Source: an optimization exercise on an open RTL-to-GDS flow (aim: small area, a short achievable clock period and few clock cycles per item). Production flows keep margins and buffers that such runs may drop. The RTL was checked by simulation tests, not by an equivalence proof against the original design.

Design equal_power_crossfade_gain, start of the top module:
module equal_power_crossfade_gain (
  input  logic        clk,
  input  logic        rst_n,
  input  logic        in_valid,
  output logic        in_ready,
  input  logic        in_kind,
  input  logic [15:0] in_duration_frames,
  input  logic        in_has_out_track,
  input  logic        in_has_in_track,
  input  logic [16:0] in_out_start_level,
  input  logic [16:0] in_out_end_level,
  input  logic [16:0] in_in_start_level,
  input  logic [16:0] in_in_end_level,
  input  logic [16:0] in_out_clip_rate,
  input  logic [16:0] in_in_clip_rate,
  output logic        out_valid,
  input  logic        out_ready,
  output logic [7:0]  out_out_gain,
  output logic [7:0]  out_in_gain,
  output logic        out_out_valid,
  output logic        out_in_valid,
  output logic        out_stop_out,
  output logic        out_fade_done,
  output logic        out_fading,
  input  logic        cfg_valid,
  output logic        cfg_ready,
  input  logic [1:0]  cfg_index,
  input  logic [16:0] cfg_data
);
For scale: ~11000 cells after synthesis, ~1500 flip-flops, ~170 I/O pins, ~110000 µm² of cells after synthesis.
export LEC_CHECK = 0
export CAP_MARGIN = 20
export CORE_MARGIN = 2
export CORE_UTILIZATION = 60
export SLEW_MARGIN = 20
export SYNTH_MEMORY_MAX_BITS = 16384
create_clock -name core_clock -period 12.0 [get_ports {clk}]
run.sh (not shown) runs the stock make flow with config.mk's settings and CLKGATE_MAP_FILE= SYNTH_SCRIPT=/design/flow/synth_recipe.tcl, a recipe that flattens the netlist after the stock synthesis.
Testbench counts at the start, summed over its fixed seeds: cycles 6,804, items 5,760.
Then changed:
--- a/flow/design.v
+++ b/flow/design.v
@@ -55,27 +55,23 @@
       dig = 2'd1; rem_nxt = s1[15:0];
     end else begin
       dig = 2'd0; rem_nxt = rem4[15:0];
     end
   end
   logic [17:0] bo, bi;
   logic [20:0] lo_o, lo_i;
-  logic [12:0] up_o, up_i, hi_o, hi_i;
-  logic        pc_o, pc_i;
-  logic [16:0] dqp_o, dqp_i;     
+  logic [12:0] up_o, up_i;
   assign bo   = {~dlo_r[17], dlo_r[16:0]};
   assign bi   = {~dli_r[17], dli_r[16:0]};
   assign lo_o = {1'b0, acc_o[17:0], 2'b00} + {2'b00, {19{dig_r[1]}} & {bo, 1'b0}} +
                 {3'b000, {18{dig_r[0]}} & bo};
   assign lo_i = {1'b0, acc_i[17:0], 2'b00} + {2'b00, {19{dig_r[1]}} & {bi, 1'b0}} +
                 {3'b000, {18{dig_r[0]}} & bi};
-  assign hi_o = acc_o[32:20] + {12'd0, pc_o};
-  assign hi_i = acc_i[32:20] + {12'd0, pc_i};
-  assign up_o = {hi_o[10:0], acc_o[19:18]};
-  assign up_i = {hi_i[10:0], acc_i[19:18]};
+  assign up_o = lo_o[20] ? acc_o[30:18] + 13'd1 : acc_o[30:18];
+  assign up_i = lo_i[20] ? acc_i[30:18] + 13'd1 : acc_i[30:18];
   logic one;
   logic [2:0]  k1;
   logic [3:0]  d12;
   logic [1:0]  dig0;
   logic [15:0] rem0;
   assign one = (len == 16'd1);
   always_comb begin
@@ -100,70 +96,59 @@
     endcase
   end
   always_ff @(posedge clk) begin
     if (!rst_n) begin
       cnt   <= '0;
       dig_v <= 1'b0;
     end else if (load) begin
-      cnt   <= 4'd8;
+      cnt   <= 4'd7;
       dig_v <= 1'b1;
     end else if (cnt != 4'd0) begin
       cnt   <= cnt - 4'd1;
-      dig_v <= (cnt >= 4'd3);
+      dig_v <= (cnt >= 4'd2);
     end
   end
   always_ff @(posedge clk) begin
     if (load) begin
       len_r  <= len;
       len3_r <= {2'b00, len} + {1'b0, len, 1'b0};
       dlo_r  <= dlo;
       dli_r  <= dli;
       rem    <= rem0;
       quo    <= {12'd0, one, d12};
       dig_r  <= dig0;
-      pc_o   <= 1'b0;
-      pc_i   <= 1'b0;
       acc_o  <= ({33{k1[2]}} & {13'd0, ~dlo[17], dlo[16:0], 2'b00}) |
                 ({33{k1[1]}} & {14'd0, ~dlo[17], dlo[16:0], 1'b0}) |
                 ({33{k1[0]}} & {15'd0, ~dlo[17], dlo[16:0]});
       acc_i  <= ({33{k1[2]}} & {13'd0, ~dli[17], dli[16:0], 2'b00}) |
                 ({33{k1[1]}} & {14'd0, ~dli[17], dli[16:0], 1'b0}) |
                 ({33{k1[0]}} & {15'd0, ~dli[17], dli[16:0]});
     end else begin
-      if (cnt >= 4'd3) begin
+      if (cnt >= 4'd2) begin
         rem   <= rem_nxt;
         quo   <= {quo[14:0], dig};
         dig_r <= dig;
       end
       if (dig_v) begin
         acc_o <= {up_o, lo_o[19:0]};
         acc_i <= {up_i, lo_i[19:0]};
-        pc_o  <= lo_o[20];
-        pc_i  <= lo_i[20];
-      end else if (cnt == 4'd1) begin
-        acc_o[32:20] <= hi_o;
-        acc_i[32:20] <= hi_i;
-        pc_o  <= 1'b0;
-        pc_i  <= 1'b0;
-        dqp_o <= {{15{dlo_r[17]}}, dlo_r[17:16]} - {quo[15:0], 1'b0};
-        dqp_i <= {{15{dli_r[17]}}, dli_r[17:16]} - {quo[15:0], 1'b0};
       end
     end
   end
   assign len_q = len_r;
   assign dlo_q = dlo_r;
   assign dli_q = dli_r;
   assign q0   = quo;
   assign r0   = rem;
   assign dqo_lo = acc_o[15:0];
   assign dqi_lo = acc_i[15:0];
   assign dqo_hi = acc_o[32:16] - {quo[15:0], 1'b0};
   assign dqi_hi = acc_i[32:16] - {quo[15:0], 1'b0};
-  assign dqo_hid = acc_o[32:16] + dqp_o;
-  assign dqi_hid = acc_i[32:16] + dqp_i;
+  assign dqo_hid = acc_o[32:16] + {{15{dlo_r[17]}}, dlo_r[17:16]} - {quo[15:0], 1'b0};
+  assign dqi_hid = acc_i[32:16] + {{15{dli_r[17]}}, dli_r[17:16]} - {quo[15:0], 1'b0};
   assign done = (cnt == 4'd0);
   assign done_nxt = ~load & (cnt <= 4'd1);
 endmodule
 module epcg_outbuf #(
   parameter int W = 21,
   parameter int D = 6
 ) (
@@ -179,28 +164,28 @@
   logic [W-1:0] mem [D];
   logic [2:0]   rd, wr;
   logic [2:0]   cnt;           
   logic take, fetch;
   assign pop  = o_v & out_ready;
   assign take = ~o_v | pop;
   assign fetch  = take & ((cnt != 3'd0) | in_v);
-  logic [2:0] rd_n, wr_n;
-  assign rd_n = (rd == 3'(D - 1)) ? 3'd0 : rd + 3'd1;
-  assign wr_n = (wr == 3'(D - 1)) ? 3'd0 : wr + 3'd1;
+  function automatic logic [2:0] nxt(input logic [2:0] p);
+    nxt = (p == 3'(D - 1)) ? 3'd0 : p + 3'd1;
+  endfunction
   always_ff @(posedge clk) begin
     if (!rst_n) begin
       o_v <= 1'b0;
       rd  <= '0;
       wr  <= '0;
       cnt <= '0;
     end else begin
       if (take) o_v <= (cnt != 3'd0) | in_v;
-      if (fetch) rd <= rd_n;
-      if (in_v) wr <= wr_n;
-      cnt <= fetch ? cnt + 3'(in_v) - 3'd1 : cnt + 3'(in_v);
+      if (fetch) rd <= nxt(rd);
+      if (in_v) wr <= nxt(wr);
+      cnt <= cnt + 3'(in_v) - 3'(fetch);
     end
   end
   always_ff @(posedge clk) begin
     if (take) o_d <= (cnt != 3'd0) ? mem[rd] : in_d;
     if (in_v) mem[wr] <= in_d;
   end
 endmodule
Clock-buffer cell count grows by 7.
Via count decreases by about 1.6%.
Register-to-register slack got worse by 0.87 ns.
Setup slack is worse by 0.87 ns.
Wire length fell by about 3.4%.
Non-clock buffer count is higher by 12.
Design area is lower by about 1.1%.
Area after synthesis came out lower by 1.2%.
Die area came out lower by 1.2%.
Global-route usage decreases by 0.37 points.
Testbench counts after the change, summed over its fixed seeds: cycles 6,714, items 5,760.

[re-timing with driven ports]
The results above use ideal ports. As a check the final layouts listed here were re-extracted and re-timed, cells and wires unchanged.
Step 1 (the two cells are an assumption about what drives the block):
set clk [get_ports {clk}]
set_driving_cell -lib_cell sky130_fd_sc_hd__clkbuf_16 $clk
set_driving_cell -lib_cell sky130_fd_sc_hd__buf_2 [delete_from_list [all_inputs] $clk]
Step 2 times the ports against the registers' clock, not the clock port: input delays grow and output delays shrink by t, the midpoint of the rising clock arrivals with the driver on.
Three values: ideal ports, drivers, drivers and shift; two values: the first two.
run | t, ns | setup slack, ns | worst register clock-pin slew, ns | worst slew at a driven data input, ns | cell pins on the clock port's net
the first run | 0.909 | 7.352 / 7.352 / 7.148 | 0.07 / 0.07 | 0.21 | 1
the second run | 0.907 | 6.484 / 6.484 / 6.484 | 0.07 / 0.07 | 0.10 | 1
After both steps every run listed still meets setup and hold. For the first run, which loses most, drivers alone change the setup slack by 0.000 ns; drivers and shift together by -0.204 ns.
